From an optimization exercise on the open Yosys and OpenROAD flow, aimed at small area, a short achievable clock period and few clock cycles; shortcuts taken in it are not production practice.
The RTL was checked by simulation tests, not by an equivalence proof against the original design.
No driver is modelled on the clock port, so clocking that relies on it looks cheaper here than on a real chip.
Power is estimated from default activity; no workload was simulated.

`flow/design.v`:
```
`default_nettype none
package fixed_arith_pkg;
  localparam int FIX_W  = 16;
  localparam int FRAC_W = 8;
  localparam int PROD_W = 32;  
  localparam logic [31:0] REG_OP_A      = 32'h00;
  localparam logic [31:0] REG_OP_B      = 32'h04;
  localparam logic [31:0] REG_SUM       = 32'h08;
  localparam logic [31:0] REG_PROD      = 32'h0C;
  localparam logic [31:0] REG_PROD_FULL = 32'h10;
  localparam logic [1:0] RESP_OKAY = 2'b00;
  typedef logic [FIX_W-1:0] fix_t;
  typedef struct packed {
    fix_t a;  
    fix_t b;  
  } fix_operands_t;
  typedef struct packed {
    fix_t sum;
    logic overflow;  
  } add_result_t;
  typedef struct packed {
    logic [PROD_W-1:0] full;
    fix_t              product;  
    logic              overflow;
    logic              precision_lost;
  } mul_result_t;
endpackage
`default_nettype wire
`default_nettype none
`timescale 1ns/10ps
module fixed_add_unit
(
  input  logic [fixed_arith_pkg::FIX_W-1:0] a,
  input  logic [fixed_arith_pkg::FIX_W-1:0] b,
  output fixed_arith_pkg::add_result_t      add_res
);
  assign {add_res.overflow, add_res.sum} = {1'b0, a} + {1'b0, b};
endmodule
`default_nettype wire
`default_nettype none
`timescale 1ns/10ps
module fixed_mul_unit
(
  input  logic        clk,
  input  logic [15:0] a,
  input  logic [15:0] b,
  input  logic [7:0]  bone,   
  input  logic [7:0]  btwo,   
  output logic [31:0] p,
  output logic        ovf,   
  output logic        prec   
);
  logic bo0, bt0, bn0, bp0_0, bp0_1, bp0_2, bp0_3, bp0_4, bp0_5, bp0_6;
  logic bp0_7, bp0_8, bp0_9, bp0_10, bp0_11, bp0_12, bp0_13, bp0_14, bp0_15, bp0_16;
  logic bs0, bo1, bt1, bn1, bp1_0, bp1_1, bp1_2, bp1_3, bp1_4, bp1_5;
  logic bp1_6, bp1_7, bp1_8, bp1_9, bp1_10, bp1_11, bp1_12, bp1_13, bp1_14, bp1_15;
  logic bp1_16, bs1, bo2, bt2, bn2, bp2_0, bp2_1, bp2_2, bp2_3, bp2_4;
  logic bp2_5, bp2_6, bp2_7, bp2_8, bp2_9, bp2_10, bp2_11, bp2_12, bp2_13, bp2_14;
  logic bp2_15, bp2_16, bs2, bo3, bt3, bn3, bp3_0, bp3_1, bp3_2, bp3_3;
  logic bp3_4, bp3_5, bp3_6, bp3_7, bp3_8, bp3_9, bp3_10, bp3_11, bp3_12, bp3_13;
  logic bp3_14, bp3_15, bp3_16, bs3, bo4, bt4, bn4, bp4_0, bp4_1, bp4_2;
  logic bp4_3, bp4_4, bp4_5, bp4_6, bp4_7, bp4_8, bp4_9, bp4_10, bp4_11, bp4_12;
  logic bp4_13, bp4_14, bp4_15, bp4_16, bs4, bo5, bt5, bn5, bp5_0, bp5_1;
  logic bp5_2, bp5_3, bp5_4, bp5_5, bp5_6, bp5_7, bp5_8, bp5_9, bp5_10, bp5_11;
  logic bp5_12, bp5_13, bp5_14, bp5_15, bp5_16, bs5, bo6, bt6, bn6, bp6_0;
  logic bp6_1, bp6_2, bp6_3, bp6_4, bp6_5, bp6_6, bp6_7, bp6_8, bp6_9, bp6_10;
  logic bp6_11, bp6_12, bp6_13, bp6_14, bp6_15, bp6_16, bs6, bo7, bt7, bn7;
  logic bp7_0, bp7_1, bp7_2, bp7_3, bp7_4, bp7_5, bp7_6, bp7_7, bp7_8, bp7_9;
  logic bp7_10, bp7_11, bp7_12, bp7_13, bp7_14, bp7_15, bp7_16, bs7, bp8_0, bp8_1;
  logic bp8_2, bp8_3, bp8_4, bp8_5, bp8_6, bp8_7, bp8_8, bp8_9, bp8_10, bp8_11;
  logic bp8_12, bp8_13, bp8_14, bp8_15, hs0, hc0, hs1, hc1, fs0, fc0;
  logic hs2, hc2, fs1, fc1, hs3, hc3, fs2, fc2, fs3, fc3;
  logic hs4, hc4, fs4, fc4, fs5, fc5, hs5, hc5, fs6, fc6;
  logic fs7, fc7, fs8, fc8, fs9, fc9, fs10, fc10, fs11, fc11;
  logic fs12, fc12, fs13, fc13, fs14, fc14, fs15, fc15, fs16, fc16;
  logic fs17, fc17, fs18, fc18, fs19, fc19, hs6, hc6, fs20, fc20;
  logic fs21, fc21, fs22, fc22, hs7, hc7, fs23, fc23, hs8, hc8;
  logic hs9, hc9, hs10, hc10, fs24, fc24, hs11, hc11, fs25, fc25;
  logic hs12, hc12, fs26, fc26, fs27, fc27, fs28, fc28, fs29, fc29;
  logic fs30, fc30, fs31, fc31, fs32, fc32, fs33, fc33, fs34, fc34;
  logic fs35, fc35, fs36, fc36, fs37, fc37, fs38, fc38, fs39, fc39;
  logic fs40, fc40, fs41, fc41, fs42, fc42, fs43, fc43, fs44, fc44;
  logic fs45, fc45, fs46, fc46, fs47, fc47, fs48, fc48, fs49, fc49;
  logic fs50, fc50, fs51, fc51, fs52, fc52, fs53, fc53, fs54, fc54;
  logic fs55, fc55, fs56, fc56, fs57, fc57, fs58, fc58, hs13, hc13;
  logic fs59, fc59, hs14, hc14, hs15, hc15, hs16, hc16, fs60, fc60;
  logic fs61, fc61, fs62, fc62, fs63, fc63, fs64, fc64, fs65, fc65;
  logic fs66, fc66, fs67, fc67, fs68, fc68, fs69, fc69, fs70, fc70;
  logic fs71, fc71, fs72, fc72, fs73, fc73, fs74, fc74, fs75, fc75;
  logic fs76, fc76, fs77, fc77, fs78, fc78, fs79, fc79, fs80, fc80;
  logic fs81, fc81, fs82, fc82, fs83, fc83, hs17, hc17, fs84, fc84;
  logic fs85, fc85, fs86, fc86, fs87, fc87, fs88, fc88, fs89, fc89;
  logic fs90, fc90;
  logic [31:0] r0_q;
  logic [31:0] r1_q;
  logic [31:0] r2_q;
  logic hs18, hc18, fs91, fc91, fs92, fc92, fs93, fc93, fs94, fc94;
  logic fs95, fc95, fs96, fc96, fs97, fc97, fs98, fc98, fs99, fc99;
  logic fs100, fc100, fs101, fc101, fs102, fc102, fs103, fc103, fs104, fc104;
  logic fs105, fc105, fs106, fc106, fs107, fc107, fs108, fc108, fs109, fc109;
  logic fs110, fc110, fs111, fc111, fs112, fc112;
  logic [31:0] x, y;
  assign bo0 = bone[0];
  assign bt0 = btwo[0];
  assign bn0 = b[1];
  assign bp0_0 = ((bo0 & a[0])) ^ bn0;
  assign bp0_1 = ((bo0 & a[1]) | (bt0 & a[0])) ^ bn0;
  assign bp0_2 = ((bo0 & a[2]) | (bt0 & a[1])) ^ bn0;
  assign bp0_3 = ((bo0 & a[3]) | (bt0 & a[2])) ^ bn0;
  assign bp0_4 = ((bo0 & a[4]) | (bt0 & a[3])) ^ bn0;
  assign bp0_5 = ((bo0 & a[5]) | (bt0 & a[4])) ^ bn0;
  assign bp0_6 = ((bo0 & a[6]) | (bt0 & a[5])) ^ bn0;
  assign bp0_7 = ((bo0 & a[7]) | (bt0 & a[6])) ^ bn0;
  assign bp0_8 = ((bo0 & a[8]) | (bt0 & a[7])) ^ bn0;
  assign bp0_9 = ((bo0 & a[9]) | (bt0 & a[8])) ^ bn0;
  assign bp0_10 = ((bo0 & a[10]) | (bt0 & a[9])) ^ bn0;
  assign bp0_11 = ((bo0 & a[11]) | (bt0 & a[10])) ^ bn0;
  assign bp0_12 = ((bo0 & a[12]) | (bt0 & a[11])) ^ bn0;
  assign bp0_13 = ((bo0 & a[13]) | (bt0 & a[12])) ^ bn0;
  assign bp0_14 = ((bo0 & a[14]) | (bt0 & a[13])) ^ bn0;
  assign bp0_15 = ((bo0 & a[15]) | (bt0 & a[14])) ^ bn0;
  assign bp0_16 = ((bt0 & a[15])) ^ bn0;
  assign bs0 = ~bn0;
  assign bo1 = bone[1];
  assign bt1 = btwo[1];
  assign bn1 = b[3];
  assign bp1_0 = ((bo1 & a[0])) ^ bn1;
  assign bp1_1 = ((bo1 & a[1]) | (bt1 & a[0])) ^ bn1;
  assign bp1_2 = ((bo1 & a[2]) | (bt1 & a[1])) ^ bn1;
  assign bp1_3 = ((bo1 & a[3]) | (bt1 & a[2])) ^ bn1;
  assign bp1_4 = ((bo1 & a[4]) | (bt1 & a[3])) ^ bn1;
  assign bp1_5 = ((bo1 & a[5]) | (bt1 & a[4])) ^ bn1;
  assign bp1_6 = ((bo1 & a[6]) | (bt1 & a[5])) ^ bn1;
  assign bp1_7 = ((bo1 & a[7]) | (bt1 & a[6])) ^ bn1;
  assign bp1_8 = ((bo1 & a[8]) | (bt1 & a[7])) ^ bn1;
  assign bp1_9 = ((bo1 & a[9]) | (bt1 & a[8])) ^ bn1;
  assign bp1_10 = ((bo1 & a[10]) | (bt1 & a[9])) ^ bn1;
  assign bp1_11 = ((bo1 & a[11]) | (bt1 & a[10])) ^ bn1;
  assign bp1_12 = ((bo1 & a[12]) | (bt1 & a[11])) ^ bn1;
  assign bp1_13 = ((bo1 & a[13]) | (bt1 & a[12])) ^ bn1;
  assign bp1_14 = ((bo1 & a[14]) | (bt1 & a[13])) ^ bn1;
  assign bp1_15 = ((bo1 & a[15]) | (bt1 & a[14])) ^ bn1;
  assign bp1_16 = ((bt1 & a[15])) ^ bn1;
  assign bs1 = ~bn1;
  assign bo2 = bone[2];
  assign bt2 = btwo[2];
  assign bn2 = b[5];
  assign bp2_0 = ((bo2 & a[0])) ^ bn2;
  assign bp2_1 = ((bo2 & a[1]) | (bt2 & a[0])) ^ bn2;
  assign bp2_2 = ((bo2 & a[2]) | (bt2 & a[1])) ^ bn2;
  assign bp2_3 = ((bo2 & a[3]) | (bt2 & a[2])) ^ bn2;
  assign bp2_4 = ((bo2 & a[4]) | (bt2 & a[3])) ^ bn2;
  assign bp2_5 = ((bo2 & a[5]) | (bt2 & a[4])) ^ bn2;
  assign bp2_6 = ((bo2 & a[6]) | (bt2 & a[5])) ^ bn2;
  assign bp2_7 = ((bo2 & a[7]) | (bt2 & a[6])) ^ bn2;
  assign bp2_8 = ((bo2 & a[8]) | (bt2 & a[7])) ^ bn2;
  assign bp2_9 = ((bo2 & a[9]) | (bt2 & a[8])) ^ bn2;
  assign bp2_10 = ((bo2 & a[10]) | (bt2 & a[9])) ^ bn2;
  assign bp2_11 = ((bo2 & a[11]) | (bt2 & a[10])) ^ bn2;
  assign bp2_12 = ((bo2 & a[12]) | (bt2 & a[11])) ^ bn2;
  assign bp2_13 = ((bo2 & a[13]) | (bt2 & a[12])) ^ bn2;
  assign bp2_14 = ((bo2 & a[14]) | (bt2 & a[13])) ^ bn2;
  assign bp2_15 = ((bo2 & a[15]) | (bt2 & a[14])) ^ bn2;
  assign bp2_16 = ((bt2 & a[15])) ^ bn2;
  assign bs2 = ~bn2;
  assign bo3 = bone[3];
  assign bt3 = btwo[3];
  assign bn3 = b[7];
  assign bp3_0 = ((bo3 & a[0])) ^ bn3;
  assign bp3_1 = ((bo3 & a[1]) | (bt3 & a[0])) ^ bn3;
  assign bp3_2 = ((bo3 & a[2]) | (bt3 & a[1])) ^ bn3;
  assign bp3_3 = ((bo3 & a[3]) | (bt3 & a[2])) ^ bn3;
  assign bp3_4 = ((bo3 & a[4]) | (bt3 & a[3])) ^ bn3;
  assign bp3_5 = ((bo3 & a[5]) | (bt3 & a[4])) ^ bn3;
  assign bp3_6 = ((bo3 & a[6]) | (bt3 & a[5])) ^ bn3;
  assign bp3_7 = ((bo3 & a[7]) | (bt3 & a[6])) ^ bn3;
  assign bp3_8 = ((bo3 & a[8]) | (bt3 & a[7])) ^ bn3;
  assign bp3_9 = ((bo3 & a[9]) | (bt3 & a[8])) ^ bn3;
  assign bp3_10 = ((bo3 & a[10]) | (bt3 & a[9])) ^ bn3;
  assign bp3_11 = ((bo3 & a[11]) | (bt3 & a[10])) ^ bn3;
  assign bp3_12 = ((bo3 & a[12]) | (bt3 & a[11])) ^ bn3;
  assign bp3_13 = ((bo3 & a[13]) | (bt3 & a[12])) ^ bn3;
  assign bp3_14 = ((bo3 & a[14]) | (bt3 & a[13])) ^ bn3;
  assign bp3_15 = ((bo3 & a[15]) | (bt3 & a[14])) ^ bn3;
  assign bp3_16 = ((bt3 & a[15])) ^ bn3;
  assign bs3 = ~bn3;
  assign bo4 = bone[4];
  assign bt4 = btwo[4];
  assign bn4 = b[9];
  assign bp4_0 = ((bo4 & a[0])) ^ bn4;
  assign bp4_1 = ((bo4 & a[1]) | (bt4 & a[0])) ^ bn4;
  assign bp4_2 = ((bo4 & a[2]) | (bt4 & a[1])) ^ bn4;
  assign bp4_3 = ((bo4 & a[3]) | (bt4 & a[2])) ^ bn4;
  assign bp4_4 = ((bo4 & a[4]) | (bt4 & a[3])) ^ bn4;
  assign bp4_5 = ((bo4 & a[5]) | (bt4 & a[4])) ^ bn4;
  assign bp4_6 = ((bo4 & a[6]) | (bt4 & a[5])) ^ bn4;
  assign bp4_7 = ((bo4 & a[7]) | (bt4 & a[6])) ^ bn4;
  assign bp4_8 = ((bo4 & a[8]) | (bt4 & a[7])) ^ bn4;
  assign bp4_9 = ((bo4 & a[9]) | (bt4 & a[8])) ^ bn4;
  assign bp4_10 = ((bo4 & a[10]) | (bt4 & a[9])) ^ bn4;
  assign bp4_11 = ((bo4 & a[11]) | (bt4 & a[10])) ^ bn4;
  assign bp4_12 = ((bo4 & a[12]) | (bt4 & a[11])) ^ bn4;
  assign bp4_13 = ((bo4 & a[13]) | (bt4 & a[12])) ^ bn4;
  assign bp4_14 = ((bo4 & a[14]) | (bt4 & a[13])) ^ bn4;
  assign bp4_15 = ((bo4 & a[15]) | (bt4 & a[14])) ^ bn4;
  assign bp4_16 = ((bt4 & a[15])) ^ bn4;
  assign bs4 = ~bn4;
  assign bo5 = bone[5];
  assign bt5 = btwo[5];
  assign bn5 = b[11];
  assign bp5_0 = ((bo5 & a[0])) ^ bn5;
  assign bp5_1 = ((bo5 & a[1]) | (bt5 & a[0])) ^ bn5;
  assign bp5_2 = ((bo5 & a[2]) | (bt5 & a[1])) ^ bn5;
  assign bp5_3 = ((bo5 & a[3]) | (bt5 & a[2])) ^ bn5;
  assign bp5_4 = ((bo5 & a[4]) | (bt5 & a[3])) ^ bn5;
  assign bp5_5 = ((bo5 & a[5]) | (bt5 & a[4])) ^ bn5;
  assign bp5_6 = ((bo5 & a[6]) | (bt5 & a[5])) ^ bn5;
  assign bp5_7 = ((bo5 & a[7]) | (bt5 & a[6])) ^ bn5;
  assign bp5_8 = ((bo5 & a[8]) | (bt5 & a[7])) ^ bn5;
  assign bp5_9 = ((bo5 & a[9]) | (bt5 & a[8])) ^ bn5;
  assign bp5_10 = ((bo5 & a[10]) | (bt5 & a[9])) ^ bn5;
  assign bp5_11 = ((bo5 & a[11]) | (bt5 & a[10])) ^ bn5;
  assign bp5_12 = ((bo5 & a[12]) | (bt5 & a[11])) ^ bn5;
  assign bp5_13 = ((bo5 & a[13]) | (bt5 & a[12])) ^ bn5;
  assign bp5_14 = ((bo5 & a[14]) | (bt5 & a[13])) ^ bn5;
  assign bp5_15 = ((bo5 & a[15]) | (bt5 & a[14])) ^ bn5;
  assign bp5_16 = ((bt5 & a[15])) ^ bn5;
  assign bs5 = ~bn5;
  assign bo6 = bone[6];
  assign bt6 = btwo[6];
  assign bn6 = b[13];
  assign bp6_0 = ((bo6 & a[0])) ^ bn6;
  assign bp6_1 = ((bo6 & a[1]) | (bt6 & a[0])) ^ bn6;
  assign bp6_2 = ((bo6 & a[2]) | (bt6 & a[1])) ^ bn6;
  assign bp6_3 = ((bo6 & a[3]) | (bt6 & a[2])) ^ bn6;
  assign bp6_4 = ((bo6 & a[4]) | (bt6 & a[3])) ^ bn6;
  assign bp6_5 = ((bo6 & a[5]) | (bt6 & a[4])) ^ bn6;
  assign bp6_6 = ((bo6 & a[6]) | (bt6 & a[5])) ^ bn6;
  assign bp6_7 = ((bo6 & a[7]) | (bt6 & a[6])) ^ bn6;
  assign bp6_8 = ((bo6 & a[8]) | (bt6 & a[7])) ^ bn6;
  assign bp6_9 = ((bo6 & a[9]) | (bt6 & a[8])) ^ bn6;
  assign bp6_10 = ((bo6 & a[10]) | (bt6 & a[9])) ^ bn6;
  assign bp6_11 = ((bo6 & a[11]) | (bt6 & a[10])) ^ bn6;
  assign bp6_12 = ((bo6 & a[12]) | (bt6 & a[11])) ^ bn6;
  assign bp6_13 = ((bo6 & a[13]) | (bt6 & a[12])) ^ bn6;
  assign bp6_14 = ((bo6 & a[14]) | (bt6 & a[13])) ^ bn6;
  assign bp6_15 = ((bo6 & a[15]) | (bt6 & a[14])) ^ bn6;
  assign bp6_16 = ((bt6 & a[15])) ^ bn6;
  assign bs6 = ~bn6;
  assign bo7 = bone[7];
  assign bt7 = btwo[7];
  assign bn7 = b[15];
  assign bp7_0 = ((bo7 & a[0])) ^ bn7;
  assign bp7_1 = ((bo7 & a[1]) | (bt7 & a[0])) ^ bn7;
  assign bp7_2 = ((bo7 & a[2]) | (bt7 & a[1])) ^ bn7;
  assign bp7_3 = ((bo7 & a[3]) | (bt7 & a[2])) ^ bn7;
  assign bp7_4 = ((bo7 & a[4]) | (bt7 & a[3])) ^ bn7;
  assign bp7_5 = ((bo7 & a[5]) | (bt7 & a[4])) ^ bn7;
  assign bp7_6 = ((bo7 & a[6]) | (bt7 & a[5])) ^ bn7;
  assign bp7_7 = ((bo7 & a[7]) | (bt7 & a[6])) ^ bn7;
  assign bp7_8 = ((bo7 & a[8]) | (bt7 & a[7])) ^ bn7;
  assign bp7_9 = ((bo7 & a[9]) | (bt7 & a[8])) ^ bn7;
  assign bp7_10 = ((bo7 & a[10]) | (bt7 & a[9])) ^ bn7;
  assign bp7_11 = ((bo7 & a[11]) | (bt7 & a[10])) ^ bn7;
  assign bp7_12 = ((bo7 & a[12]) | (bt7 & a[11])) ^ bn7;
  assign bp7_13 = ((bo7 & a[13]) | (bt7 & a[12])) ^ bn7;
  assign bp7_14 = ((bo7 & a[14]) | (bt7 & a[13])) ^ bn7;
  assign bp7_15 = ((bo7 & a[15]) | (bt7 & a[14])) ^ bn7;
  assign bp7_16 = ((bt7 & a[15])) ^ bn7;
  assign bs7 = ~bn7;
  assign bp8_0 = a[0] & b[15];
  assign bp8_1 = a[1] & b[15];
  assign bp8_2 = a[2] & b[15];
  assign bp8_3 = a[3] & b[15];
  assign bp8_4 = a[4] & b[15];
  assign bp8_5 = a[5] & b[15];
  assign bp8_6 = a[6] & b[15];
  assign bp8_7 = a[7] & b[15];
  assign bp8_8 = a[8] & b[15];
  assign bp8_9 = a[9] & b[15];
  assign bp8_10 = a[10] & b[15];
  assign bp8_11 = a[11] & b[15];
  assign bp8_12 = a[12] & b[15];
  assign bp8_13 = a[13] & b[15];
  assign bp8_14 = a[14] & b[15];
  assign bp8_15 = a[15] & b[15];
  assign hs0 = bn5 ^ bp0_10;
  assign hc0 = bn5 & bp0_10;
  assign hs1 = bp0_11 ^ bp1_9;
  assign hc1 = bp0_11 & bp1_9;
  fixed_fa u_fs0 (.x(bn6), .y(bp0_12), .z(bp1_10), .s(fs0), .c(fc0));
  assign hs2 = bp2_8 ^ bp3_6;
  assign hc2 = bp2_8 & bp3_6;
  fixed_fa u_fs1 (.x(bp0_13), .y(bp1_11), .z(bp2_9), .s(fs1), .c(fc1));
  assign hs3 = bp3_7 ^ bp4_5;
  assign hc3 = bp3_7 & bp4_5;
  fixed_fa u_fs2 (.x(bn7), .y(bp0_14), .z(bp1_12), .s(fs2), .c(fc2));
  fixed_fa u_fs3 (.x(bp2_10), .y(bp3_8), .z(bp4_6), .s(fs3), .c(fc3));
  assign hs4 = bp5_4 ^ bp6_2;
  assign hc4 = bp5_4 & bp6_2;
  fixed_fa u_fs4 (.x(bp0_15), .y(bp1_13), .z(bp2_11), .s(fs4), .c(fc4));
  fixed_fa u_fs5 (.x(bp3_9), .y(bp4_7), .z(bp5_5), .s(fs5), .c(fc5));
  assign hs5 = bp6_3 ^ bp7_1;
  assign hc5 = bp6_3 & bp7_1;
  fixed_fa u_fs6 (.x(bp8_0), .y(bp0_16), .z(bp1_14), .s(fs6), .c(fc6));
  fixed_fa u_fs7 (.x(bp2_12), .y(bp3_10), .z(bp4_8), .s(fs7), .c(fc7));
  fixed_fa u_fs8 (.x(bp5_6), .y(bp6_4), .z(bp7_2), .s(fs8), .c(fc8));
  fixed_fa u_fs9 (.x(bn0), .y(bp8_1), .z(bp1_15), .s(fs9), .c(fc9));
  fixed_fa u_fs10 (.x(bp2_13), .y(bp3_11), .z(bp4_9), .s(fs10), .c(fc10));
  fixed_fa u_fs11 (.x(bp5_7), .y(bp6_5), .z(bp7_3), .s(fs11), .c(fc11));
  fixed_fa u_fs12 (.x(bn0), .y(bp8_2), .z(bp1_16), .s(fs12), .c(fc12));
  fixed_fa u_fs13 (.x(bp2_14), .y(bp3_12), .z(bp4_10), .s(fs13), .c(fc13));
  fixed_fa u_fs14 (.x(bp5_8), .y(bp6_6), .z(bp7_4), .s(fs14), .c(fc14));
  fixed_fa u_fs15 (.x(bs0), .y(bs1), .z(bp8_3), .s(fs15), .c(fc15));
  fixed_fa u_fs16 (.x(bp2_15), .y(bp3_13), .z(bp4_11), .s(fs16), .c(fc16));
  fixed_fa u_fs17 (.x(bp5_9), .y(bp6_7), .z(bp7_5), .s(fs17), .c(fc17));
  fixed_fa u_fs18 (.x(1'b1), .y(bp8_4), .z(bp2_16), .s(fs18), .c(fc18));
  fixed_fa u_fs19 (.x(bp3_14), .y(bp4_12), .z(bp5_10), .s(fs19), .c(fc19));
  assign hs6 = bp6_8 ^ bp7_6;
  assign hc6 = bp6_8 & bp7_6;
  fixed_fa u_fs20 (.x(bs2), .y(bp8_5), .z(bp3_15), .s(fs20), .c(fc20));
  fixed_fa u_fs21 (.x(bp4_13), .y(bp5_11), .z(bp6_9), .s(fs21), .c(fc21));
  fixed_fa u_fs22 (.x(1'b1), .y(bp8_6), .z(bp3_16), .s(fs22), .c(fc22));
  assign hs7 = bp4_14 ^ bp5_12;
  assign hc7 = bp4_14 & bp5_12;
  fixed_fa u_fs23 (.x(bs3), .y(bp8_7), .z(bp4_15), .s(fs23), .c(fc23));
  assign hs8 = 1'b1 ^ bp8_8;
  assign hc8 = 1'b1 & bp8_8;
  assign hs9 = bn3 ^ bp0_6;
  assign hc9 = bn3 & bp0_6;
  assign hs10 = bp0_7 ^ bp1_5;
  assign hc10 = bp0_7 & bp1_5;
  fixed_fa u_fs24 (.x(bn4), .y(bp0_8), .z(bp1_6), .s(fs24), .c(fc24));
  assign hs11 = bp2_4 ^ bp3_2;
  assign hc11 = bp2_4 & bp3_2;
  fixed_fa u_fs25 (.x(bp0_9), .y(bp1_7), .z(bp2_5), .s(fs25), .c(fc25));
  assign hs12 = bp3_3 ^ bp4_1;
  assign hc12 = bp3_3 & bp4_1;
  fixed_fa u_fs26 (.x(bp1_8), .y(bp2_6), .z(bp3_4), .s(fs26), .c(fc26));
  fixed_fa u_fs27 (.x(bp4_2), .y(bp5_0), .z(hs0), .s(fs27), .c(fc27));
  fixed_fa u_fs28 (.x(bp2_7), .y(bp3_5), .z(bp4_3), .s(fs28), .c(fc28));
  fixed_fa u_fs29 (.x(bp5_1), .y(hc0), .z(hs1), .s(fs29), .c(fc29));
  fixed_fa u_fs30 (.x(bp4_4), .y(bp5_2), .z(bp6_0), .s(fs30), .c(fc30));
  fixed_fa u_fs31 (.x(hc1), .y(hs2), .z(fs0), .s(fs31), .c(fc31));
  fixed_fa u_fs32 (.x(bp5_3), .y(bp6_1), .z(hc2), .s(fs32), .c(fc32));
  fixed_fa u_fs33 (.x(hs3), .y(fc0), .z(fs1), .s(fs33), .c(fc33));
  fixed_fa u_fs34 (.x(bp7_0), .y(hc3), .z(hs4), .s(fs34), .c(fc34));
  fixed_fa u_fs35 (.x(fc1), .y(fs2), .z(fs3), .s(fs35), .c(fc35));
  fixed_fa u_fs36 (.x(hc4), .y(hs5), .z(fc2), .s(fs36), .c(fc36));
  fixed_fa u_fs37 (.x(fc3), .y(fs4), .z(fs5), .s(fs37), .c(fc37));
  fixed_fa u_fs38 (.x(hc5), .y(fc4), .z(fc5), .s(fs38), .c(fc38));
  fixed_fa u_fs39 (.x(fs6), .y(fs7), .z(fs8), .s(fs39), .c(fc39));
  fixed_fa u_fs40 (.x(fc6), .y(fc7), .z(fc8), .s(fs40), .c(fc40));
  fixed_fa u_fs41 (.x(fs9), .y(fs10), .z(fs11), .s(fs41), .c(fc41));
  fixed_fa u_fs42 (.x(fc9), .y(fc10), .z(fc11), .s(fs42), .c(fc42));
  fixed_fa u_fs43 (.x(fs12), .y(fs13), .z(fs14), .s(fs43), .c(fc43));
  fixed_fa u_fs44 (.x(fs15), .y(fc12), .z(fc13), .s(fs44), .c(fc44));
  fixed_fa u_fs45 (.x(fc14), .y(fs16), .z(fs17), .s(fs45), .c(fc45));
  fixed_fa u_fs46 (.x(fc15), .y(hs6), .z(fc16), .s(fs46), .c(fc46));
  fixed_fa u_fs47 (.x(fc17), .y(fs18), .z(fs19), .s(fs47), .c(fc47));
  fixed_fa u_fs48 (.x(bp7_7), .y(hc6), .z(fc18), .s(fs48), .c(fc48));
  fixed_fa u_fs49 (.x(fc19), .y(fs20), .z(fs21), .s(fs49), .c(fc49));
  fixed_fa u_fs50 (.x(bp6_10), .y(bp7_8), .z(hs7), .s(fs50), .c(fc50));
  fixed_fa u_fs51 (.x(fc20), .y(fc21), .z(fs22), .s(fs51), .c(fc51));
  fixed_fa u_fs52 (.x(bp5_13), .y(bp6_11), .z(bp7_9), .s(fs52), .c(fc52));
  fixed_fa u_fs53 (.x(hc7), .y(fc22), .z(fs23), .s(fs53), .c(fc53));
  fixed_fa u_fs54 (.x(hs8), .y(bp4_16), .z(bp5_14), .s(fs54), .c(fc54));
  fixed_fa u_fs55 (.x(bp6_12), .y(bp7_10), .z(fc23), .s(fs55), .c(fc55));
  fixed_fa u_fs56 (.x(bs4), .y(bp8_9), .z(hc8), .s(fs56), .c(fc56));
  fixed_fa u_fs57 (.x(bp5_15), .y(bp6_13), .z(bp7_11), .s(fs57), .c(fc57));
  fixed_fa u_fs58 (.x(1'b1), .y(bp8_10), .z(bp5_16), .s(fs58), .c(fc58));
  assign hs13 = bp6_14 ^ bp7_12;
  assign hc13 = bp6_14 & bp7_12;
  fixed_fa u_fs59 (.x(bs5), .y(bp8_11), .z(bp6_15), .s(fs59), .c(fc59));
  assign hs14 = 1'b1 ^ bp8_12;
  assign hc14 = 1'b1 & bp8_12;
  assign hs15 = bn2 ^ bp0_4;
  assign hc15 = bn2 & bp0_4;
  assign hs16 = bp0_5 ^ bp1_3;
  assign hc16 = bp0_5 & bp1_3;
  fixed_fa u_fs60 (.x(bp1_4), .y(bp2_2), .z(bp3_0), .s(fs60), .c(fc60));
  fixed_fa u_fs61 (.x(bp2_3), .y(bp3_1), .z(hc9), .s(fs61), .c(fc61));
  fixed_fa u_fs62 (.x(bp4_0), .y(hc10), .z(hs11), .s(fs62), .c(fc62));
  fixed_fa u_fs63 (.x(hc11), .y(hs12), .z(fc24), .s(fs63), .c(fc63));
  fixed_fa u_fs64 (.x(hc12), .y(fc25), .z(fs26), .s(fs64), .c(fc64));
  fixed_fa u_fs65 (.x(fc26), .y(fs28), .z(fc27), .s(fs65), .c(fc65));
  fixed_fa u_fs66 (.x(fc28), .y(fs30), .z(fc29), .s(fs66), .c(fc66));
  fixed_fa u_fs67 (.x(fc30), .y(fs32), .z(fc31), .s(fs67), .c(fc67));
  fixed_fa u_fs68 (.x(fc32), .y(fs34), .z(fc33), .s(fs68), .c(fc68));
  fixed_fa u_fs69 (.x(fc34), .y(fc35), .z(fs36), .s(fs69), .c(fc69));
  fixed_fa u_fs70 (.x(fc36), .y(fc37), .z(fs38), .s(fs70), .c(fc70));
  fixed_fa u_fs71 (.x(fc38), .y(fc39), .z(fs40), .s(fs71), .c(fc71));
  fixed_fa u_fs72 (.x(fc40), .y(fc41), .z(fs42), .s(fs72), .c(fc72));
  fixed_fa u_fs73 (.x(fc42), .y(fc43), .z(fs44), .s(fs73), .c(fc73));
  fixed_fa u_fs74 (.x(fc44), .y(fc45), .z(fs46), .s(fs74), .c(fc74));
  fixed_fa u_fs75 (.x(fc46), .y(fc47), .z(fs48), .s(fs75), .c(fc75));
  fixed_fa u_fs76 (.x(fs50), .y(fc48), .z(fc49), .s(fs76), .c(fc76));
  fixed_fa u_fs77 (.x(fs52), .y(fc50), .z(fc51), .s(fs77), .c(fc77));
  fixed_fa u_fs78 (.x(fc52), .y(fs54), .z(fc53), .s(fs78), .c(fc78));
  fixed_fa u_fs79 (.x(fs56), .y(fc54), .z(fs57), .s(fs79), .c(fc79));
  fixed_fa u_fs80 (.x(fc56), .y(hs13), .z(fc57), .s(fs80), .c(fc80));
  fixed_fa u_fs81 (.x(bp7_13), .y(hc13), .z(fc58), .s(fs81), .c(fc81));
  fixed_fa u_fs82 (.x(hs14), .y(bp6_16), .z(bp7_14), .s(fs82), .c(fc82));
  fixed_fa u_fs83 (.x(bs6), .y(bp8_13), .z(hc14), .s(fs83), .c(fc83));
  assign hs17 = 1'b1 ^ bp8_14;
  assign hc17 = 1'b1 & bp8_14;
  fixed_fa u_fs84 (.x(bn1), .y(bp0_2), .z(bp1_0), .s(fs84), .c(fc84));
  fixed_fa u_fs85 (.x(fs58), .y(fc79), .z(fs80), .s(fs85), .c(fc85));
  fixed_fa u_fs86 (.x(fs59), .y(fc80), .z(fs81), .s(fs86), .c(fc86));
  fixed_fa u_fs87 (.x(fc59), .y(fs82), .z(fc81), .s(fs87), .c(fc87));
  fixed_fa u_fs88 (.x(bp7_15), .y(fs83), .z(fc82), .s(fs88), .c(fc88));
  fixed_fa u_fs89 (.x(hs17), .y(bp7_16), .z(fc83), .s(fs89), .c(fc89));
  fixed_fa u_fs90 (.x(bs7), .y(bp8_15), .z(hc17), .s(fs90), .c(fc90));
  always_ff @(posedge clk)
  begin
    r0_q[0] <= bn0;
    r1_q[0] <= bp0_0;
    r0_q[1] <= bp0_1;
    r0_q[2] <= fs84;
    r0_q[3] <= bp0_3;
    r1_q[3] <= bp1_1;
    r2_q[3] <= fc84;
    r0_q[4] <= bp1_2;
    r1_q[4] <= bp2_0;
    r2_q[4] <= hs15;
    r0_q[5] <= bp2_1;
    r1_q[5] <= hc15;
    r2_q[5] <= hs16;
    r0_q[6] <= hc16;
    r1_q[6] <= hs9;
    r2_q[6] <= fs60;
    r0_q[7] <= hs10;
    r1_q[7] <= fc60;
    r2_q[7] <= fs61;
    r0_q[8] <= fs24;
    r1_q[8] <= fc61;
    r2_q[8] <= fs62;
    r0_q[9] <= fs25;
    r1_q[9] <= fc62;
    r2_q[9] <= fs63;
    r0_q[10] <= fs27;
    r1_q[10] <= fc63;
    r2_q[10] <= fs64;
    r0_q[11] <= fs29;
    r1_q[11] <= fc64;
    r2_q[11] <= fs65;
    r0_q[12] <= fs31;
    r1_q[12] <= fc65;
    r2_q[12] <= fs66;
    r0_q[13] <= fs33;
    r1_q[13] <= fc66;
    r2_q[13] <= fs67;
    r0_q[14] <= fs35;
    r1_q[14] <= fc67;
    r2_q[14] <= fs68;
    r0_q[15] <= fs37;
    r1_q[15] <= fc68;
    r2_q[15] <= fs69;
    r0_q[16] <= fs39;
    r1_q[16] <= fc69;
    r2_q[16] <= fs70;
    r0_q[17] <= fs41;
    r1_q[17] <= fc70;
    r2_q[17] <= fs71;
    r0_q[18] <= fs43;
    r1_q[18] <= fc71;
    r2_q[18] <= fs72;
    r0_q[19] <= fs45;
    r1_q[19] <= fc72;
    r2_q[19] <= fs73;
    r0_q[20] <= fs47;
    r1_q[20] <= fc73;
    r2_q[20] <= fs74;
    r0_q[21] <= fs49;
    r1_q[21] <= fc74;
    r2_q[21] <= fs75;
    r0_q[22] <= fs51;
    r1_q[22] <= fc75;
    r2_q[22] <= fs76;
    r0_q[23] <= fs53;
    r1_q[23] <= fc76;
    r2_q[23] <= fs77;
    r0_q[24] <= fs55;
    r1_q[24] <= fc77;
    r2_q[24] <= fs78;
    r0_q[25] <= fc55;
    r1_q[25] <= fs79;
    r2_q[25] <= fc78;
    r0_q[26] <= fs85;
    r0_q[27] <= fc85;
    r1_q[27] <= fs86;
    r0_q[28] <= fc86;
    r1_q[28] <= fs87;
    r0_q[29] <= fs88;
    r1_q[29] <= fc87;
    r0_q[30] <= fs89;
    r1_q[30] <= fc88;
    r0_q[31] <= fs90;
    r1_q[31] <= fc89;
  end
  assign r1_q[1] = 1'b0;
  assign r1_q[2] = 1'b0;
  assign r1_q[26] = 1'b0;
  assign r2_q[0] = 1'b0;
  assign r2_q[1] = 1'b0;
  assign r2_q[2] = 1'b0;
  assign r2_q[26] = 1'b0;
  assign r2_q[27] = 1'b0;
  assign r2_q[28] = 1'b0;
  assign r2_q[29] = 1'b0;
  assign r2_q[30] = 1'b0;
  assign r2_q[31] = 1'b0;
  assign hs18 = r0_q[3] ^ r1_q[3];
  assign hc18 = r0_q[3] & r1_q[3];
  fixed_fa u_fs91 (.x(r0_q[4]), .y(r1_q[4]), .z(r2_q[4]), .s(fs91), .c(fc91));
  fixed_fa u_fs92 (.x(r0_q[5]), .y(r1_q[5]), .z(r2_q[5]), .s(fs92), .c(fc92));
  fixed_fa u_fs93 (.x(r0_q[6]), .y(r1_q[6]), .z(r2_q[6]), .s(fs93), .c(fc93));
  fixed_fa u_fs94 (.x(r0_q[7]), .y(r1_q[7]), .z(r2_q[7]), .s(fs94), .c(fc94));
  fixed_fa u_fs95 (.x(r0_q[8]), .y(r1_q[8]), .z(r2_q[8]), .s(fs95), .c(fc95));
  fixed_fa u_fs96 (.x(r0_q[9]), .y(r1_q[9]), .z(r2_q[9]), .s(fs96), .c(fc96));
  fixed_fa u_fs97 (.x(r0_q[10]), .y(r1_q[10]), .z(r2_q[10]), .s(fs97), .c(fc97));
  fixed_fa u_fs98 (.x(r0_q[11]), .y(r1_q[11]), .z(r2_q[11]), .s(fs98), .c(fc98));
  fixed_fa u_fs99 (.x(r0_q[12]), .y(r1_q[12]), .z(r2_q[12]), .s(fs99), .c(fc99));
  fixed_fa u_fs100 (.x(r0_q[13]), .y(r1_q[13]), .z(r2_q[13]), .s(fs100), .c(fc100));
  fixed_fa u_fs101 (.x(r0_q[14]), .y(r1_q[14]), .z(r2_q[14]), .s(fs101), .c(fc101));
  fixed_fa u_fs102 (.x(r0_q[15]), .y(r1_q[15]), .z(r2_q[15]), .s(fs102), .c(fc102));
  fixed_fa u_fs103 (.x(r0_q[16]), .y(r1_q[16]), .z(r2_q[16]), .s(fs103), .c(fc103));
  fixed_fa u_fs104 (.x(r0_q[17]), .y(r1_q[17]), .z(r2_q[17]), .s(fs104), .c(fc104));
  fixed_fa u_fs105 (.x(r0_q[18]), .y(r1_q[18]), .z(r2_q[18]), .s(fs105), .c(fc105));
  fixed_fa u_fs106 (.x(r0_q[19]), .y(r1_q[19]), .z(r2_q[19]), .s(fs106), .c(fc106));
  fixed_fa u_fs107 (.x(r0_q[20]), .y(r1_q[20]), .z(r2_q[20]), .s(fs107), .c(fc107));
  fixed_fa u_fs108 (.x(r0_q[21]), .y(r1_q[21]), .z(r2_q[21]), .s(fs108), .c(fc108));
  fixed_fa u_fs109 (.x(r0_q[22]), .y(r1_q[22]), .z(r2_q[22]), .s(fs109), .c(fc109));
  fixed_fa u_fs110 (.x(r0_q[23]), .y(r1_q[23]), .z(r2_q[23]), .s(fs110), .c(fc110));
  fixed_fa u_fs111 (.x(r0_q[24]), .y(r1_q[24]), .z(r2_q[24]), .s(fs111), .c(fc111));
  fixed_fa u_fs112 (.x(r0_q[25]), .y(r1_q[25]), .z(r2_q[25]), .s(fs112), .c(fc112));
  assign x[0] = r0_q[0];
  assign y[0] = r1_q[0];
  assign x[1] = r0_q[1];
  assign y[1] = 1'b0;
  assign x[2] = r0_q[2];
  assign y[2] = 1'b0;
  assign x[3] = r2_q[3];
  assign y[3] = hs18;
  assign x[4] = hc18;
  assign y[4] = fs91;
  assign x[5] = fc91;
  assign y[5] = fs92;
  assign x[6] = fc92;
  assign y[6] = fs93;
  assign x[7] = fc93;
  assign y[7] = fs94;
  assign x[8] = fc94;
  assign y[8] = fs95;
  assign x[9] = fc95;
  assign y[9] = fs96;
  assign x[10] = fc96;
  assign y[10] = fs97;
  assign x[11] = fc97;
  assign y[11] = fs98;
  assign x[12] = fc98;
  assign y[12] = fs99;
  assign x[13] = fc99;
  assign y[13] = fs100;
  assign x[14] = fc100;
  assign y[14] = fs101;
  assign x[15] = fc101;
  assign y[15] = fs102;
  assign x[16] = fc102;
  assign y[16] = fs103;
  assign x[17] = fc103;
  assign y[17] = fs104;
  assign x[18] = fc104;
  assign y[18] = fs105;
  assign x[19] = fc105;
  assign y[19] = fs106;
  assign x[20] = fc106;
  assign y[20] = fs107;
  assign x[21] = fc107;
  assign y[21] = fs108;
  assign x[22] = fc108;
  assign y[22] = fs109;
  assign x[23] = fc109;
  assign y[23] = fs110;
  assign x[24] = fc110;
  assign y[24] = fs111;
  assign x[25] = fc111;
  assign y[25] = fs112;
  assign x[26] = r0_q[26];
  assign y[26] = fc112;
  assign x[27] = r0_q[27];
  assign y[27] = r1_q[27];
  assign x[28] = r0_q[28];
  assign y[28] = r1_q[28];
  assign x[29] = r0_q[29];
  assign y[29] = r1_q[29];
  assign x[30] = r0_q[30];
  assign y[30] = r1_q[30];
  assign x[31] = r0_q[31];
  assign y[31] = r1_q[31];
  logic [7:0]  z;
  assign p = x + y;
  assign z[0] = p[24];
  assign z[7:1] = (x[31:25] ^ y[31:25]) ^ (x[30:24] | y[30:24]);
  assign ovf  = |z;
  assign prec = |p[7:0];
endmodule
`default_nettype wire
`default_nettype none
module fixed_fa
(
  input  logic x,
  input  logic y,
  input  logic z,
  output logic s,
  output logic c
);
  assign s = x ^ y ^ z;
  assign c = (x & y) | (x & z) | (y & z);
endmodule
`default_nettype wire
`default_nettype none
`timescale 1ns/10ps
module axil_fixed_regs
#(
  parameter int ADDR_W = 5
)
(
  input  logic              clk,
  input  logic              rst_n,
  input  logic [ADDR_W-1:0] awaddr,
  input  logic              awvalid,
  output logic              awready,
  input  logic [31:0]       wdata,
  input  logic [3:0]        wstrb,
  input  logic              wvalid,
  output logic              wready,
  output logic [1:0]        bresp,
  output logic              bvalid,
  input  logic              bready,
  input  logic [ADDR_W-1:0] araddr,
  input  logic              arvalid,
  output logic              arready,
  output logic [31:0]       rdata,
  output logic [1:0]        rresp,
  output logic              rvalid,
  input  logic              rready,
  output fixed_arith_pkg::fix_operands_t operands,
  output logic [7:0]        b_one,      
  output logic [7:0]        b_two,      
  input  fixed_arith_pkg::add_result_t   add_res,
  input  logic [fixed_arith_pkg::PROD_W-1:0] prod,
  input  logic              prod_ovf,   
  input  logic              prod_prec   
);
  logic        wr_fire;
  logic        wr_op_a;
  logic        wr_op_b;
  logic        wr_op_q;
  logic        wr_b_lo;
  logic        wr_b_hi;
  logic [15:0] b_next;
  logic [16:0] bw;        
  logic [16:0] bn;        
  logic [7:0]  one_w;
  logic [7:0]  two_w;
  logic        one_n4;
  logic        two_n4;
  logic        rd_fire;
  logic [31:0] rd_map;
  assign awready = ~bvalid;
  assign wready  = ~bvalid;
  assign wr_fire = awvalid & wvalid & ~bvalid;
  assign wr_op_a = wr_fire & (awaddr[ADDR_W-1:2] == fixed_arith_pkg::REG_OP_A[ADDR_W-1:2]);
  assign wr_op_b = wr_fire & (awaddr[ADDR_W-1:2] == fixed_arith_pkg::REG_OP_B[ADDR_W-1:2]);
  assign bresp   = fixed_arith_pkg::RESP_OKAY;
  assign wr_b_lo = wr_op_b & wstrb[0];
  assign wr_b_hi = wr_op_b & wstrb[1];
  assign b_next  = {wr_b_hi ? wdata[15:8] : operands.b[15:8], wr_b_lo ? wdata[7:0] : operands.b[7:0]};
  assign bw      = {wdata[15:0], 1'b0};
  assign bn      = {b_next, 1'b0};
  always_comb
  begin
    for (int k = 0; k < 8; k++)
    begin
      one_w[k] = bw[2*k+1] ^ bw[2*k];
      two_w[k] = bw[2*k+2] ? ~(bw[2*k+1] | bw[2*k]) : (bw[2*k+1] & bw[2*k]);
    end
  end
  assign one_n4 = bn[9] ^ bn[8];
  assign two_n4 = bn[10] ? ~(bn[9] | bn[8]) : (bn[9] & bn[8]);
  always_ff @(posedge clk or negedge rst_n)
  begin
    if (!rst_n)
    begin
      bvalid   <= 1'b0;
      wr_op_q  <= 1'b0;
      operands <= '0;
      b_one    <= '0;
      b_two    <= '0;
    end
    else
    begin
      if (wr_fire)
        bvalid <= 1'b1;
      else if (bready)
        bvalid <= 1'b0;
      wr_op_q <= wr_op_a | wr_op_b;
      if (wr_op_a & wstrb[0]) operands.a[7:0]  <= wdata[7:0];
      if (wr_op_a & wstrb[1]) operands.a[15:8] <= wdata[15:8];
      if (wr_op_b & wstrb[0]) operands.b[7:0]  <= wdata[7:0];
      if (wr_op_b & wstrb[1]) operands.b[15:8] <= wdata[15:8];
      if (wr_b_lo)
      begin
        b_one[3:0] <= one_w[3:0];
        b_two[3:0] <= two_w[3:0];
      end
      if (wr_b_hi)
      begin
        b_one[7:5] <= one_w[7:5];
        b_two[7:5] <= two_w[7:5];
      end
      if (wr_b_lo | wr_b_hi)
      begin
        b_one[4] <= one_n4;
        b_two[4] <= two_n4;
      end
    end
  end
  assign arready = ~rvalid & ~wr_op_q;
  assign rd_fire = arvalid & arready;
  assign rresp   = fixed_arith_pkg::RESP_OKAY;
  always_comb
  begin
    case (araddr[ADDR_W-1:2])
      3'd2:    rd_map = {15'd0, add_res.overflow, add_res.sum};
      3'd3:    rd_map = {14'd0, prod_prec, prod_ovf, prod[23:8]};
      3'd4:    rd_map = prod;
      default: rd_map = 32'd0;  
    endcase
  end
  always_ff @(posedge clk or negedge rst_n)
  begin
    if (!rst_n)
      rvalid <= 1'b0;
    else if (rd_fire)
      rvalid <= 1'b1;
    else if (rready)
      rvalid <= 1'b0;
  end
  always_ff @(posedge clk)
  begin
    if (!rvalid)
      rdata <= rd_map;
  end
endmodule
`default_nettype wire
`default_nettype none
`timescale 1ns/10ps
module fixed_arith_top
#(
  parameter int ADDR_W = 5
)
(
  input  logic              clk,
  input  logic              rst_n,
  input  logic [ADDR_W-1:0] awaddr,
  input  logic              awvalid,
  output logic              awready,
  input  logic [31:0]       wdata,
  input  logic [3:0]        wstrb,
  input  logic              wvalid,
  output logic              wready,
  output logic [1:0]        bresp,
  output logic              bvalid,
  input  logic              bready,
  input  logic [ADDR_W-1:0] araddr,
  input  logic              arvalid,
  output logic              arready,
  output logic [31:0]       rdata,
  output logic [1:0]        rresp,
  output logic              rvalid,
  input  logic              rready
);
  fixed_arith_pkg::fix_operands_t     operands;
  fixed_arith_pkg::add_result_t       add_res;
  logic [fixed_arith_pkg::PROD_W-1:0] prod;
  logic                               prod_ovf;
  logic [7:0]                         b_one;
  logic [7:0]                         b_two;
  logic                               prod_prec;
  axil_fixed_regs #(
    .ADDR_W (ADDR_W)
  ) u_regs (
    .clk       (clk),
    .rst_n     (rst_n),
    .awaddr    (awaddr),
    .awvalid   (awvalid),
    .awready   (awready),
    .wdata     (wdata),
    .wstrb     (wstrb),
    .wvalid    (wvalid),
    .wready    (wready),
    .bresp     (bresp),
    .bvalid    (bvalid),
    .bready    (bready),
    .araddr    (araddr),
    .arvalid   (arvalid),
    .arready   (arready),
    .rdata     (rdata),
    .rresp     (rresp),
    .rvalid    (rvalid),
    .rready    (rready),
    .operands  (operands),
    .b_one     (b_one),
    .b_two     (b_two),
    .add_res   (add_res),
    .prod      (prod),
    .prod_ovf  (prod_ovf),
    .prod_prec (prod_prec)
  );
  fixed_add_unit u_add (
    .a       (operands.a),
    .b       (operands.b),
    .add_res (add_res)
  );
  fixed_mul_unit u_mul (
    .clk (clk),
    .a   (operands.a),
    .b    (operands.b),
    .bone (b_one),
    .btwo (b_two),
    .p    (prod),
    .ovf  (prod_ovf),
    .prec (prod_prec)
  );
endmodule
`default_nettype wire
```
`flow/flow/run.sh`:
```
#!/bin/bash
# The standard layout with two changes:
#  - the smallest plain buffer on each port, in place of the delay buffer
#    ORFS's buffer_ports picks by default;
#  - after CTS, useful clock skew between the multiplier's pipeline stages
#    (flow/skew.tcl): the operand registers get their clock early and the
#    rdata registers late. Then the standard flow goes on from global routing.
set -euo pipefail
here=$(pwd)
res=$here/orfs/results/sky130hd/fixed_arith_top/base
bufs="BUFFER_PORTS_ARGS=-buffer_cell sky130_fd_sc_hd__buf_1"
source flow/skew.env
bash standard.sh "$bufs" SETUP_SLACK_MARGIN=$MARGIN_CTS cts > standard_cts.log 2>&1
cp $res/4_cts.odb $here/4_cts_noskew.odb
ODB_IN=$here/4_cts_noskew.odb SDC_IN=$res/4_cts.sdc ODB_OUT=$res/4_cts.odb \
  openroad -no_init -exit flow/skew.tcl > skew.log 2>&1
rm -f $here/4_cts_noskew.odb
bash standard.sh "$bufs" SETUP_SLACK_MARGIN=$MARGIN_ROUTE finish > standard_finish.log 2>&1
```
`flow/flow/skew.env`:
```
# settings of flow/run.sh and flow/skew.tcl
export MARGIN_CTS=2.5
export MARGIN_ROUTE=3.0
export LATE_SPECS='{{u_regs.rdata*} sky130_fd_sc_hd__clkbuf_4 4 8}'
export EARLY_PAT="u_regs.operands* u_regs.b_one* u_regs.b_two*"
export EARLY_BUF=sky130_fd_sc_hd__clkbuf_16
export EARLY_N=2
export CLK_NET=clk
```
`flow/flow/skew.tcl`:
```
set plat $::env(FLOW_HOME)/platforms/sky130hd
read_lef $plat/lef/sky130_fd_sc_hd.tlef
read_lef $plat/lef/sky130_fd_sc_hd_merged.lef
read_liberty $plat/lib/sky130_fd_sc_hd__tt_025C_1v80.lib
read_db $::env(ODB_IN)
read_sdc $::env(SDC_IN)
source $plat/setRC.tcl
set_propagated_clock [all_clocks]
estimate_parasitics -placement
puts "=== before"
report_worst_slack -max
report_worst_slack -min
report_checks -path_delay max -format end -group_path_count 6

set db [ord::get_db]
set block [ord::get_db_block]

proc by_x {a b} { expr {[lindex [$a getLocation] 0] - [lindex [$b getLocation] 0]} }

proc centroid {insts} {
  set sx 0; set sy 0
  foreach i $insts { set loc [$i getLocation]; set sx [expr {$sx + [lindex $loc 0]}]; set sy [expr {$sy + [lindex $loc 1]}] }
  return [list [expr {$sx / [llength $insts]}] [expr {$sy / [llength $insts]}]]
}

proc matches {name pats} {
  foreach p $pats { if {[string match $p $name]} { return 1 } }
  return 0
}

proc regs_matching {block pats} {
  set out {}
  foreach inst [$block getInsts] {
    if {![matches [$inst getName] $pats]} { continue }
    set it [$inst findITerm CLK]
    if {$it == "NULL" || $it == ""} { continue }
    lappend out $inst
  }
  return $out
}

proc add_buf {block master name drvnet x y} {
  set buf [odb::dbInst_create $block $master $name]
  $buf setLocation $x $y
  $buf setPlacementStatus PLACED
  set net [odb::dbNet_create $block "${name}_clk"]
  $net setSigType CLOCK
  [$buf findITerm A] connect $drvnet
  [$buf findITerm X] connect $net
  return $net
}

proc move_clk {insts net} {
  foreach i $insts {
    set it [$i findITerm CLK]
    $it disconnect
    $it connect $net
  }
}

# late registers, grouped by the CTS leaf net that clocks them. LATE_SPECS is
# a list of {patterns buffer chain max_group}: each group of at most max_group
# registers of a leaf net gets a chain of chain buffers.
set k 0
foreach spec $::env(LATE_SPECS) {
  lassign $spec pats bufname chain maxg
  set master [$db findMaster $bufname]
  array unset groups
  array set groups {}
  foreach inst [regs_matching $block $pats] {
    lappend groups([[[$inst findITerm CLK] getNet] getName]) $inst
  }
  foreach netname [lsort [array names groups]] {
    set oldnet [$block findNet $netname]
    set all [lsort -command by_x $groups($netname)]
    set ng [expr {int(ceil(double([llength $all]) / $maxg))}]
    set per [expr {int(ceil(double([llength $all]) / $ng))}]
    for {set g 0} {$g < $ng} {incr g} {
      set insts [lrange $all [expr {$g * $per}] [expr {($g + 1) * $per - 1}]]
      lassign [centroid $insts] x y
      set drv $oldnet
      for {set c 0} {$c < $chain} {incr c} {
        set drv [add_buf $block $master "skew_late_${k}_$c" $drv $x $y]
      }
      move_clk $insts $drv
      puts "late group $k ($pats): [llength $insts] registers from $netname"
      incr k
    }
  }
}

# early registers, split by position among EARLY_N buffers on the port's net
set early [lsort -command by_x [regs_matching $block $::env(EARLY_PAT)]]
set clknet [$block findNet $::env(CLK_NET)]
set n $::env(EARLY_N)
set per [expr {int(ceil(double([llength $early]) / $n))}]
for {set g 0} {$g < $n} {incr g} {
  set grp [lrange $early [expr {$g * $per}] [expr {($g + 1) * $per - 1}]]
  if {[llength $grp] == 0} { continue }
  lassign [centroid $grp] x y
  set net [add_buf $block [$db findMaster $::env(EARLY_BUF)] "skew_early_$g" $clknet $x $y]
  move_clk $grp $net
  puts "early group $g: [llength $grp] registers"
}

global_connect
detailed_placement
check_placement
estimate_parasitics -placement
puts "=== after"
report_worst_slack -max
report_worst_slack -min
report_checks -path_delay max -format end -group_path_count 6
report_clock_skew
write_db $::env(ODB_OUT)
```
`flow/standard.sh`:
```
#!/bin/bash
# synth_recipe.tcl (not shown) runs the flow's synth.tcl, then flattens the netlist and writes it again
# the make line also repeats each setting of config.mk as NAME=value (left out here)
make -C /OpenROAD-flow-scripts/flow DESIGN_CONFIG=/design/flow/config.mk WORK_HOME=/design/flow/orfs CLKGATE_MAP_FILE= SYNTH_SCRIPT=/design/flow/synth_recipe.tcl "${@:-finish}"
```
`flow/config.mk`:
```
export PLATFORM = sky130hd
export DESIGN_NAME = fixed_arith_top
export DESIGN_NICKNAME = fixed_arith_top
export VERILOG_FILES = /design/flow/design.v
export SDC_FILE = /design/flow/constraint.sdc
export NUM_CORES = 4
export LEC_CHECK = 0
export CAP_MARGIN = 20
export CORE_MARGIN = 2
export CORE_UTILIZATION = 75
export CTS_BUF_LIST = sky130_fd_sc_hd__clkbuf_8
export SETUP_SLACK_MARGIN = 2.5
export SLEW_MARGIN = 20
export SYNTH_HIERARCHICAL = 1
export SYNTH_MINIMUM_KEEP_SIZE = 0
```
`flow/constraint.sdc`:
```
create_clock -name core_clock -period 5.5 [get_ports {clk}]
set_input_delay 1.1000 -clock core_clock [delete_from_list [all_inputs] [get_ports {clk}]]
set_output_delay 1.1000 -clock core_clock [all_outputs]
set_load 0.01 [all_outputs]
```
==> results.json, run 1 <==
{
  "hp-class": "reg2reg",
  "setup_ws_ns": 2.895,
  "routed_wl_um": 34840,
  "clock_skew_ns": 0.8475,
  "status": "no timing/DRC/antenna violations",
  "setup_viol": 0,
  "grt_max_degree": 51,
  "tns_ns": 0,
  "critPathRequiredTime_ns": 6.15,
  "drc": 0,
  "firstDrtPassIters": 7,
  "synth_warnings": 20,
  "grt-ovfl-total": 0,
  "placement.io_buffers": 67,
  "rsz0062_at_grt": "true",
  "synth_common_cells": "xnor2_1, a22oi_1, fa_1, nand2_1, dfxtp_1",
  "cp-start-kind": "register",
  "ys_ff_latch": 166,
  "dieArea_um2": 18920,
  "cp-end-kind": "register",
  "cts_tree": "done",
  "fin_area_um2": 14660,
  "wl_per_cell_um": 22.28,
  "grt_pass1_wl_um": 53320,
  "nFillCells": 992,
  "dp_slack_ns": 2.344,
  "fin_cells": 1564,
  "detail_route.iter0.violations": 1081,
  "leakage_nw": 6.118,
  "path_clk_slew_ns": 0.10,
  "synth_edf_count": 32,
  "start_util_pct": 77.06,
  "cts.htree.levels": 4,
  "vias_per_cell": 6.736,
  "insertion_delay_ns": 1.00,
  "slew_violations": 0,
  "synth_most_common_cell": "xnor2_1",
  "fmax_mhz": 383.9,
  "die_h_um": 137.5,
  "core-area_um2": 17360,
  "synth.avg_cell_area_um2": 10.32,
  "grt_pass1_vias": 10334,
  "synthArstFlopShare_pct": 30.12,
  "io_pins": 94,
  "num_vias": 10535,
  "holdBufCountCts": 0,
  "areaGrowthSynthToFinish_pct": 9.617,
  "clockBufferDepth": 2,
  "layout-drive-gt1-share_pct": 18.24,
  "clock_sinks": 166,
  "crit_type": "reg2reg",
  "relSlewSlack_pct": 50.31,
  "dpl-instance-area_um2": 13540,
  "numCtsBuffers": 17,
  "yosysTopAreaCell": "fa_1",
  "critPathMaxFanout": 6,
  "syn_inst": 1296,
  "final_nets": 1573,
  "grt_usage_pct": 37.27,
  "ant_nets": 0,
  "place_inst": 1489,
  "tightest_slew_ns": 0.7360,
  "netlist_top_cells_area": "fa_1, dfxtp_1, xnor2_1, dfrtp_1, ha_1",
  "dpl.hpwl_um": 22650,
  "ys.flop_type": "dfxtp_1",
  "period_minus_slack_ns": 2.605,
  "gp_congestion": 0.9210,
  "vdd_ir_drop_max_uv": 620.4,
  "hold_viol": 0,
  "seq_area_frac_synth_pct": 29.11,
  "period_share_pct": 47.36,
  "drv_cap": 0,
  "chipWidth_um": 137.5,
  "clockRootBuffer": "clkbuf_8",
  "antenna_found_initial": 1,
  "synth.distinct_cells": 78,
  "num_rows": 48,
  "syn_area_um2": 13380,
  "arrival_ns": 3.26,
  "power_density_nw_per_um2": 717.2,
  "yosysTopAreaCellShare_pct": 17.06
}
## kinds of logic after synthesis
group	Yosys count	synth area share, %
AO/OA/AOI/OAI	310	16.67
AND/OR/NAND/NOR	223	8.588
adder cells (fa/ha/maj)	195	24.64
other	2	0.05615
XOR/XNOR	180	11.79
multiplexers	49	3.891
buffers and inverters	171	5.257
flip-flops	166	29.11
## registers in the layout, indices dropped and copies added (netlist names)
register         flops
u_mul.r2_q          23
u_regs.b_one         8
u_regs.operands     31
u_regs.wr_op_q       1
u_mul.r0_q          32
u_mul.r1_q          29
u_regs.rvalid        1
u_regs.b_two         8
u_regs.bvalid        1
u_regs.rdata        32
## where the power goes
group	internal (mW)	switching (mW)	total, mW
sequential	1.76	0.490	2.25
combinational	3.01	4.03	7.04
clock	0.599	0.621	1.22
## final timing paths
check,from,endpoint,slack (ns),cells after the start
setup reg to reg,u_mul.r2_q[4]$_DFF_P_,u_regs.rdata[12]$_DFFE_PN_,2.90,11
setup / recovery,u_mul.r2_q[4]$_DFF_P_,u_regs.rdata[12]$_DFFE_PN_,2.90,11
min in group asynchronous,rst_n,u_regs.bvalid$_DFFE_PN0P_,0.79,2
hold / removal,u_mul.r1_q[0]$_DFF_P_,u_regs.rdata[0]$_DFFE_PN_,0.17,3
max in group asynchronous,rst_n,u_regs.operands[23]$_DFFE_PN0P_,4.00,2
hold reg to reg,u_mul.r1_q[0]$_DFF_P_,u_regs.rdata[0]$_DFFE_PN_,0.17,3
## through the flow
| step | power (mW) | hold slack (ns) | util [%] |
|---|---|---|---|
| after floorplan | 6.587 | 0.4454 | - |
| after global placement | 7.967 | 0.4620 | 77.98 |
| after detailed placement | 8.172 | 0.4712 | 77.98 |
| after CTS | 9.243 | 0.4933 | 80.90 |
| after global routing | 11.17 | 0.2223 | 84.46 |
| final | 10.52 | 0.1691 | 84.47 |
## layer usage
metal  share of wire (%)  up-vias  global-route usage (%)
met3                  11      132                   9.382
met2                  46      719                   57.30
met4                 3.4        0                   16.27
met5                   0        -                       0
li1                    -     4574                       -
met1                  40     5110                   50.37
## what timing repair did
action / CTS / global route
setup endpoints to repair: 15 / 98
buffers inserted: 6 / 10
gates resized for setup: 17 / 105
pin swaps: 6 / 19
## modules after synthesis (local to each module, per instance), a selection
module / copies in the design / flip-flops and latches
fixed_mul_unit: 1 / 84
fixed_add_unit: 1 / 0
fixed_fa: 113 / 0
## placed cells by master, fill, tap and decap left out, types with 20 or more instances in the layout
| master | synthesis | final |
|---|---|---|
| a22oi_1 | 120 | 120 |
| nand2_1 | 96 | 93 |
| nor2_1 | 21 | 21 |
| clkbuf_2 | 0 | 31 |
| mux2_2 | 24 | 24 |
| and2_1 | 31 | 31 |
| a21oi_1 | 34 | 31 |
| mux2i_1 | 25 | 24 |
| dfrtp_1 | 50 | 20 |
| fa_1 | 114 | 113 |
| inv_1 | 53 | 53 |
| buf_1 | 3 | 35 |
| buf_4 | 6 | 27 |
| ha_1 | 81 | 65 |
| o21ai_0 | 53 | 47 |
| clkbuf_4 | 0 | 24 |
| edfxtp_1 | 32 | 32 |
| dfrtp_2 | 0 | 28 |
| dfxtp_1 | 84 | 82 |
| xor2_1 | 23 | 23 |
| xnor2_1 | 157 | 156 |
## cell type report
type	instances	area (um2)	area share, %
Clock buffer	17	234.0	1.596
Clock inverter	15	153.9	1.050
Tap cell	225	281.5	1.920
Inverter	53	198.9	1.357
Multi-Input combinational cell	964	9085	61.96
Sequential cell	166	3939	26.86
Timing Repair Buffer	97	536.8	3.661
Antenna cell	1	2.502	0.01707
Buffer	26	230.2	1.570
## worst max-delay path, stage by stage (launching register included)
cell,delay (ns)
dfxtp_2,0.34
fa_2,0.60
ha_4,0.23
a21o_1,0.21
a221oi_4,0.31
buf_6,0.16
o211ai_4,0.10
a21oi_2,0.20
o21bai_1,0.11
xor2_1,0.18
mux2i_1,0.23
o21ai_0,0.12
Testbench counts, summed over its fixed seeds: cycles 7,706.
==> run 2, diff against run 1 <==
--- a/flow/flow/run.sh
+++ b/flow/flow/run.sh
@@ -1,5 +1,5 @@
 #!/bin/bash
 # The standard layout with two changes:
-#  - the smallest plain buffer on each port, in place of the delay buffer
+#  - a small plain buffer (buf_2) on each port, in place of the delay buffer
 #    ORFS's buffer_ports picks by default;
 #  - after CTS, useful clock skew between the multiplier's pipeline stages
@@ -9,5 +9,5 @@
 here=$(pwd)
 res=$here/orfs/results/sky130hd/fixed_arith_top/base
-bufs="BUFFER_PORTS_ARGS=-buffer_cell sky130_fd_sc_hd__buf_1"
+bufs="BUFFER_PORTS_ARGS=-buffer_cell sky130_fd_sc_hd__buf_2"
 source flow/skew.env
 bash standard.sh "$bufs" SETUP_SLACK_MARGIN=$MARGIN_CTS cts > standard_cts.log 2>&1
==> flow/flow/skew.env (replaced) <==
# settings of flow/run.sh and flow/skew.tcl
export MARGIN_CTS=2.5
export MARGIN_ROUTE=3.05
export LATE_SPECS='{{u_regs.rdata*} sky130_fd_sc_hd__clkbuf_4 5 8}'
export EARLY_PAT="u_regs.operands* u_regs.b_one* u_regs.b_two*"
export EARLY_BUF=sky130_fd_sc_hd__clkbuf_16
export EARLY_N=3
export CLK_NET=clk
--- a/flow/config.mk
+++ b/flow/config.mk
@@ -8,5 +8,5 @@
 export CAP_MARGIN = 20
 export CORE_MARGIN = 2
-export CORE_UTILIZATION = 75
+export CORE_UTILIZATION = 65
 export CTS_BUF_LIST = sky130_fd_sc_hd__clkbuf_8
 export SETUP_SLACK_MARGIN = 2.5
==> run 2 against run 1 <==
Effect of this change:
- still clean
- flip-flop and latch count is the same
- worst setup slack lost 0.098 ns
- final area increased by 0.62%
- maximum frequency shrank 3.6%
- combinational power down 5.7%
- die area increased by 15%
- final cell count rose by 3.3%
- sequential share of layout area is 0.16 points lower
- count of clock-buffer cells in the layout did not move
- first-iteration DRC count shrank 21%
- via count is 4.6% lower
- area after synthesis stayed put
- critical path type is now reg2out
- critical endpoint is now rdata[16]
==> results.json, run 2 <==
{
  "grt_pass1_vias": 10161,
  "top_regs": "u_mul.r0_q (32), u_regs.rdata (32), u_regs.operands (31)",
  "gr-max-usage-layer": "met2",
  "hold-path-cell-count": 3,
  "gp_congestion": 0.8593,
  "slew_violations": 0,
  "path_cells": "buf_2",
  "critPathRequiredTime_ns": 4.40,
  "cp-start-kind": "register",
  "antenna_found_initial": 0,
  "tightest_slew_ns": 0.6424,
  "areaGrowthSynthToFinish_pct": 10.30,
  "yosysTopAreaCell": "fa_1",
  "relSlewSlack_pct": 56.63,
  "hp-class": "reg2reg",
  "grt_pass1_wl_um": 53320,
  "netlist_top_cells_area": "fa_1, dfxtp_1, xnor2_1, dfrtp_1, ha_1",
  "synth_edf_count": 32,
  "diodes": 0,
  "crit_type": "reg2out",
  "tns_ns": 0,
  "critPathMaxFanout": 1,
  "status": "no timing/DRC/antenna violations",
  "vias_per_cell": 6.224,
  "grt_usage_pct": 31.67,
  "grt_max_degree": 51,
  "multi_input_area_um2": 9025,
  "holdBufCountCts": 0,
  "core-area_um2": 20230,
  "grt-ovfl-total": 0,
  "fin_area_um2": 14750,
  "reg2reg_from": "u_mul.r1_q[4]$_DFF_P_",
  "max_stage_delay_ns": 0.38,
  "use_met1_pct": 44.30
}
[run 2: cell types whose count changed in the layout (fill, tap and decap cells not counted), moves of 3 or more]
cell | previous run | this run
buf_2 | 1 | 67
buf_1 | 35 | 0
clkbuf_2 | 31 | 0
clkbuf_4 | 24 | 30
buf_4 | 27 | 30
ha_4 | 10 | 7
inv_6 | 4 | 7
o21ai_1 | 9 | 6
o21ai_2 | 4 | 7
[run 2: logic make-up (layout without fill, tap and decap cells)]
logic type               count (synthesis)  in the layout  share of synthesized area [%]
adder cells (fa/ha/maj)                195            195                          24.64
XOR/XNOR                               180            180                          11.79
flip-flops                             166            166                          29.11
AO/OA/AOI/OAI                          310            310                          16.67
multiplexers                            49             49                          3.891
AND/OR/NAND/NOR                        223            223                          8.588
buffers and inverters                  171            215                          5.257
other                                    2              7                        0.05615
[run 2: layout make-up]
class	count	area share, %
multi-input combinational	964	61.17
tap	270	2.290
inverter	53	1.348
buffer	33	2.035
sequential	166	26.71
clock buffer	17	1.586
clock inverter	15	1.060
timing repair buffer	97	3.800
[run 2: what timing repair did]
action                                  CTS  global route
endpoints found under the setup margin   14            98
resized for setup                        18            67
setup buffers                             6             8
pin swaps                                10            21
[run 2: per-layer routing]
layer / vias to the layer above / wire (um)
met4: 0 / 898
met3: 88 / 2606
met1: 4890 / 14330
met5: - / 0
li1: 4583 / -
met2: 490 / 15500
[run 2: worst min-delay path: cells and delay by family, from the launching register on]
family,cells,cell delay (ns)
AND/OR/NAND/NOR,1,0.05
adder cells (fa/ha/maj),1,0.14
AO/OA/AOI/OAI,1,0.07
flip-flops,1,0.31
[run 2: how the worst max path moves through the flow]
| stage | slack, ns | cells after the start | to | start |
|---|---|---|---|---|
| 4_1_cts | 2.45 | 10 | u_regs.rdata[16]$_DFFE_PN_ | u_mul.r1_q[10]$_DFF_P_ |
| 5_1_grt | 2.74 | 1 | rdata[16] | u_regs.rdata[16]$_DFFE_PN_ |
| 3_3_place_gp | 2.18 | 10 | u_regs.rdata[16]$_DFFE_PN_ | u_mul.r1_q[10]$_DFF_P_ |
| 6_report | 2.80 | 1 | rdata[16] | u_regs.rdata[16]$_DFFE_PN_ |
| 2_1_floorplan | 2.57 | 6 | u_mul.r2_q[18]$_DFF_P_ | u_regs.operands[13]$_DFFE_PN0P_ |
| 3_5_place_dp | 2.22 | 10 | u_regs.rdata[16]$_DFFE_PN_ | u_mul.r1_q[10]$_DFF_P_ |
[run 2: per-stage QoR]
stage	worst slack [ns]	std cells	hold WS (ns)	utilization [%]	total power [mW]
after floorplan	2.566	1301	0.4454	-	6.587
after global placement	2.179	1536	0.4623	67.65	8.111
after detailed placement	2.221	1536	0.4985	67.65	8.207
after CTS	2.448	1574	0.5208	70.19	9.269
after global routing	2.736	1615	0.1207	72.91	10.94
final	2.798	1615	0.07709	72.91	10.17
[run 2: Yosys stat by module (local to each module, per instance), a selection]
module | cells | flops+latches | cell area (um2)
fixed_mul_unit | 770 | 84 | 6548
fixed_fa | 1 | 0 | 20.02
fixed_add_unit | 110 | 0 | 855.8
[run 2: where the power goes]
group	leakage, nW	internal (mW)	switching (mW)
sequential	1.65	1.76	0.462
clock	0.372	0.679	0.620
combinational	4.22	2.86	3.78
total	6.24	5.31	4.86
